This is an optimization exercise on Yosys and OpenROAD, whose aim is small area, a short achievable clock period and few clock cycles per item, not a production implementation. The RTL was checked by simulation tests, not by an equivalence proof against the original design.

==> flow/design.v (outline; a module is shown in full before it is edited, if it fits) <==
// module decay_invariant_mass_hypotheses: 7710 lines
module decay_invariant_mass_hypotheses
#(
  parameter int MOM_WIDTH = 28
) (
  input  logic                        clk,
  input  logic                        rst_n,
  input  logic                        cfg_we,
  input  logic [dimh_pkg::CFG_IDX_W-1:0]        cfg_index,
  input  logic [dimh_pkg::MASS_W-1:0]           cfg_wdata,
  input  logic                        in_valid,
  output logic                        in_ready,
  input  logic [dimh_pkg::MODE_W-1:0]           in_mode,
  input  logic signed [MOM_WIDTH-1:0] in_mom_x,
  input  logic signed [MOM_WIDTH-1:0] in_mom_y,
  input  logic signed [MOM_WIDTH-1:0] in_mom_z,
  input  logic [dimh_pkg::CHARGE_W-1:0]         in_charge_code,
  input  logic [dimh_pkg::MASS_W-1:0]           in_candidate_mass,
  output logic                        out_valid,
  input  logic                        out_ready,
  output logic [dimh_pkg::OUT_W-1:0]            out_mass_kaon_as_pion,
  output logic [dimh_pkg::OUT_W-1:0]            out_mass_jpsi_kaon_pion,
  output logic                        out_in_window
);
  // ...
==> flow/run.sh <==
#!/bin/bash
# synth_recipe.tcl (not shown) runs the flow's synth.tcl, then flattens the netlist and writes it again
# the make line also repeats each setting of config.mk as NAME=value (left out here)
make -C /OpenROAD-flow-scripts/flow DESIGN_CONFIG=/design/flow/config.mk WORK_HOME=/design/flow/orfs CLKGATE_MAP_FILE= SYNTH_SCRIPT=/design/flow/synth_recipe.tcl finish
==> flow/config.mk <==
export PLATFORM = sky130hd
export DESIGN_NAME = decay_invariant_mass_hypotheses
export DESIGN_NICKNAME = decay_invariant_mass_hypotheses
export VERILOG_FILES = /design/flow/design.v
export SDC_FILE = /design/flow/constraint.sdc
export NUM_CORES = 4
export LEC_CHECK = 0
export CAP_MARGIN = 20
export CORE_MARGIN = 2
export CORE_UTILIZATION = 50
export PLACE_DENSITY = 0.65
export SETUP_SLACK_MARGIN = 1.5
export SLEW_MARGIN = 20
==> flow/constraint.sdc <==
create_clock -name core_clock -period 8.0 [get_ports {clk}]
set_input_delay 1.6000 -clock core_clock [delete_from_list [all_inputs] [get_ports {clk}]]
set_output_delay 1.6000 -clock core_clock [all_outputs]
set_load 0.01 [all_outputs]
==> impl_metrics.tcl, run 1 <==
set metrics [dict create \
    slowest_stage "fa_1" \
    crit_path_end_kind "flop" \
    wire_per_inst_um 22.7 \
    worst_pin_slew_ns 1.19 \
    top_usage_layer "met2" \
    synth_xor_area_frac 0.0616 \
    clockBufferDepth 4 \
    routed_wl_mm 518 \
    ctsResizeCount 349 \
    maxCapViolCount 0 \
    ys_seq_area_frac 0.368 \
    clock_area_frac 0.0463 \
    max_stage_delay_ns 0.55 \
    place_congestion 0.956 \
    top_register "fq_d" \
    io_pins 195 \
    seq_area_frac 0.320 \
    synthTopCellsByArea "edfxtp_1 (24%), fa_1 (21%), dfxtp_1 (13%)" \
    dieArea_um2 369000 \
    layout.nets 20800 \
    grtUsageMet1 0.342 \
    grt_max_degree 93 \
    grt_usage 0.272 \
    syn_area_um2 182000 \
    multi_input_area_um2 106000 \
    ys_warn_count 6 \
    use_met2 0.451 \
    outcome "timing/DRC/antenna clean" \
    yosys.area_share.simple 0.108 \
    path_buf_inv 11 \
    antenna_found_initial 30 \
]
Testbench counts, summed over its fixed seeds: cycles 19,721, items 3,200.
==> run 2: changes to the inputs <==
--- a/flow/design.v
+++ b/flow/design.v
@@ -43,17 +43,17 @@
   output logic                        out_valid,
   input  logic                        out_ready,
   output logic [dimh_pkg::OUT_W-1:0]            out_mass_kaon_as_pion,
   output logic [dimh_pkg::OUT_W-1:0]            out_mass_jpsi_kaon_pion,
   output logic                        out_in_window
 );
   localparam int NCTX = 3;
   localparam int NF   = 5;
-  localparam int NT   = 15;
+  localparam int NT   = 16;
   localparam logic [2:0] K_KPI = 3'd0;   
   localparam logic [2:0] K_J   = 3'd1;   
   localparam logic [2:0] K_P1  = 3'd2;   
   localparam logic [2:0] K_P2  = 3'd3;   
   localparam logic [2:0] K_KK  = 3'd4;   
   localparam logic [2:0] K_M1  = 3'd5;   
   localparam logic [2:0] K_M2  = 3'd6;   
   localparam logic [1:0] I_NONE = 2'd0;
@@ -206,29 +206,29 @@
   logic signed [27:0] tx, ty, tz;
   always_comb begin
     if (int_op == I_KK) begin
       tx = sk_x; ty = sk_y; tz = sk_z;
     end else begin
       tx = ir_x; ty = ir_y; tz = ir_z;
     end
   end
-  always_comb begin
+  always_ff @(posedge clk) begin
     case (int_op)
       I_M1: begin
-        op_a = e1_r; op_b = cx1[crp]; op_c = cy1[crp]; op_d = cz1[crp]; op_neg = 1'b1;
+        op_a <= e1_r; op_b <= cx1[crp]; op_c <= cy1[crp]; op_d <= cz1[crp]; op_neg <= 1'b1;
       end
       I_M2: begin
-        op_a = e2_r; op_b = cx2[crp]; op_c = cy2[crp]; op_d = cz2[crp]; op_neg = 1'b1;
+        op_a <= e2_r; op_b <= cx2[crp]; op_c <= cy2[crp]; op_d <= cz2[crp]; op_neg <= 1'b1;
       end
       default: begin
-        if (int_op == I_KK) op_a = 30'(kaon_mass_r);
-        else if (ir_mode == dimh_pkg::MODE_JPSI) op_a = 30'(jpsi_mass_r);
-        else op_a = 30'(pion_mass_r);
-        op_b = 30'(tx); op_c = 30'(ty); op_d = 30'(tz); op_neg = 1'b0;
+        if (int_op == I_KK) op_a <= 30'(kaon_mass_r);
+        else if (ir_mode == dimh_pkg::MODE_JPSI) op_a <= 30'(jpsi_mass_r);
+        else op_a <= 30'(pion_mass_r);
+        op_b <= 30'(tx); op_c <= 30'(ty); op_d <= 30'(tz); op_neg <= 1'b0;
       end
     endcase
   end
   always_ff @(posedge clk) begin
     if (!rst_n) tv[0] <= 1'b0;
     else        tv[0] <= ir_iss || (int_op != I_NONE);
     case (int_op)
       I_KK: tk[0] <= K_KK;
--- a/flow/config.mk
+++ b/flow/config.mk
@@ -4,10 +4,10 @@
 export VERILOG_FILES = /design/flow/design.v
 export SDC_FILE = /design/flow/constraint.sdc
 export NUM_CORES = 4
 export LEC_CHECK = 0
 export CAP_MARGIN = 20
 export CORE_MARGIN = 2
 export CORE_UTILIZATION = 50
 export PLACE_DENSITY = 0.65
-export SETUP_SLACK_MARGIN = 1.5
+export SETUP_SLACK_MARGIN = 2.5
 export SLEW_MARGIN = 20
==> run 2 against run 1 <==
Wire length is 2.0% lower. Via count down 0.80%. Synthesized area increased by 1.7%. First-iteration DRC count down 6.8%. Critical path depth grew 6. Final cell count is 0.10% higher.
==> impl_metrics.tcl, run 2 <==
set metrics [dict create \
    synthArstFlopShare 0 \
    grt_pass1_wl_mm 762 \
    ys_warn_count 6 \
    synthesis.nets 19900 \
    fin_crit_ns 6.81 \
    fp.coreArea_um2 369000 \
    synthCells 16900 \
    drv_slew 0 \
    io_pins 195 \
    drt-vias-per-instance 5.48 \
    die_w_um 612 \
    setup_slack_ns 1.19 \
    cts_buffers 297 \
    grt_overflow 0 \
    layout.nets 20600 \
    fin_cells 22800 \
    grtUsageMet1 0.342 \
    synth_cell_types 96 \
    top_usage_layer "met2" \
    clk_pin_slew_ns 0.06 \
    post-place-cells 21700 \
    detail_route.drc_violations 0 \
    maxSlewHeadroom 0.207 \
    syn2layout_area_growth_pct 15.4 \
    ys_ff_latch 2760 \
    port_buffers 194 \
    cp.arrival_ns 7.61 \
    worstHoldStart "st0_v[6]" \
    dp_hpwl_mm 352 \
    final_cell_mix "inv_1 (2338), fa_1 (1819), edfxtp_1 (1427), and2_1 (1246), nand2_1 (1232)" \
    die_height_um 612 \
    place_area_um2 194000 \
    first_iter_violations 9866 \
    hold_path_depth 0 \
    critPathRequiredTime_ns 8.80 \
    rr_startpoint "qa_r[2]" \
    cts_tree "yes" \
    finalHoldViolations 0 \
    use_met2 0.441 \
    holdPathEnd "st1_v[6]" \
    clockBufferDepth 4 \
    fin_util 0.579 \
    synth_area_per_cell_um2 11.0 \
    rsz0062_at_grt "yes" \
    setup_viol 0 \
    cp-start-kind "flop" \
    grt_usage 0.267 \
    max_stage_delay_ns 0.54 \
    final_cell_area_um2 214000 \
    finClkSkew_ns 0.0602 \
    setup_tns_ns 0 \
    syn_area_um2 185000 \
    place_ws_ns 0.211 \
    whs_ns 0.286 \
    reg2reg_slack_ns 1.19 \
    largest_register_ffs 285 \
    synth_common_cells "inv_1 (2382), fa_1 (1867), edfxtp_1 (1427)" \
    ant_nets 0 \
    crit_fanout 8 \
    slowest_stage "fa_1" \
    crit_path_end_kind "flop" \
    dieArea_um2 375000 \
    top_register "fq_d" \
    yosysTopAreaCellShare 0.231 \
    antenna_found_initial 51 \
    finalCritPeriodShare 0.851 \
    hp-class "reg2reg" \
    place_congestion 0.979 \
    drt_first_pass_iters 6 \
    synth_edf_count 1427 \
    rr_endpoint "rad_r[20]" \
    critical_path_class "reg2reg" \
    grt_pass1_vias 127000 \
    final_common_cell "inv_1" \
    grt_use_met3 0.0547 \
    cts-root-buf "clkbuf_16" \
    ys_seq_area_frac 0.376 \
    num_rows 223 \
    outcome "timing/DRC/antenna clean" \
    grt_max_degree 149 \
    ys.flop_type "edfxtp_1" \
    r2r_cells 30 \
    wire_per_inst_um 22.2 \
    synthTopCellsByArea "edfxtp_1 (23%), fa_1 (20%), dfxtp_1 (14%)" \
    num_vias 125000 \
    synth_most_common_cell "inv_1" \
    maxCapViolCount 0 \
    clock_latency_ns 0.93 \
    synth_top_area_cell "edfxtp_1" \
    max_freq_ghz 0.147 \
    h-tree-depth 5 \
    initial_core_util 0.502 \
    routed_wl_mm 507 \
    clock-sinks 2760 \
    drive_gt1_frac 0.138 \
    worst_pin_slew_ns 1.19 \
]
[run 2: cell types whose count changed in the layout (fill, tap and decap cells not counted), sizes merged, moves of 60 or more]
cell / before / now
nor2: 1690 / 692
and2: 324 / 1259
dfxtp: 1205 / 1333
or2: 154 / 40
a21oi: 792 / 706
nand2: 1170 / 1245
o211ai: 42 / 116
buf: 738 / 798
[run 2: cell families (layout without fill, tap and decap cells)]
kind of cell	Yosys count	count (layout)	synth area share
flops	2760	2760	0.376
simple gates	4159	4161	0.113
other cells	0	34	0
xor+xnor	1268	1268	0.0604
fa+ha+maj	2906	2906	0.272
compound gates	2311	2311	0.0794
buf+inv	3012	3942	0.0615
mux	488	488	0.0380
[run 2: final cells by class]
cell class | count | area (um^2)
inverters | 2393 | 9040
clock inverters | 156 | 1930
fillers | 30700 | 155000
clock buffers | 391 | 8450
repair buffers | 1002 | 9590
flip-flops and latches | 2760 | 69900
diodes | 34 | 85.1
multi-input cells | 11100 | 109000
well taps | 4950 | 6190
[run 2: worst max-delay path: cells and delay by family (launching register included)]
family	cells	cell delay (ns)
flip-flops	1	0.36
AO/OA/AOI/OAI	9	2.00
AND/OR/NAND/NOR	3	0.11
adder cells (fa/ha/maj)	7	3.12
buffers and inverters	11	1.05
[run 2: routing by layer]
metal	up-vias	wire [um]
met5	-	150
met4	22	25600
met3	1347	40900
met2	4572	239000
met1	62500	202000
li1	56700	-
[run 2: worst max-delay path by stage]
| stage | start | end | slack [ns] | depth (start not counted) |
|---|---|---|---|---|
| 5_1_grt | st1_R[10] | st2_r[0] | 0.91 | 39 |
| 2_1_floorplan | st1_R[10] | st2_r[0] | 1.04 | 38 |
| 3_5_place_dp | qa_r[1] | rad_r[16] | 0.21 | 22 |
| 6_report | qa_r[2] | rad_r[20] | 1.19 | 30 |
| 4_1_cts | st1_R[10] | st2_r[0] | 1.31 | 39 |
| 3_3_place_gp | qa_r[1] | rad_r[16] | 0.34 | 25 |
[run 2: repair_timing]
action                     in CTS  in global routing
setup endpoints to repair     371                294
gates resized for setup       584                586
hold buffers                    0                  0
gates cloned                    9                  7
setup buffers                 312                221
pin swaps                     330                388
Testbench counts of run 2, summed over its fixed seeds: cycles 20,361, items 3,200.

==> what the ideal ports hide <==
In the flow no input, the clock included, has a driving cell. The finished layouts below were timed again as built, in two steps.
Step 1: set_driving_cell puts a clkbuf_16 on clk and a buf_2 on each other input, an assumption about the parent block.
Step 2 times the ports against the registers' clock, not the clock port: input delays grow and output delays shrink by t, the midpoint of the rising clock arrivals with the driver on.
Three values: no drivers, after step 1, after step 2; two values: the first two.
| run | shift t [ns] | slack for setup (ns) | worst setup path at the end | clock arrival spread, ns | pins driven straight from the clock port |
|---|---|---|---|---|---|
| run 1 | 1.030 | 1.288 / 1.288 / 1.288 | register to register | 0.087 / 0.087 | 1 |
| run 2 | 1.020 | 1.188 / 1.188 / 1.188 | register to register | 0.084 / 0.084 | 1 |
After both steps setup and hold are still met in every run listed.
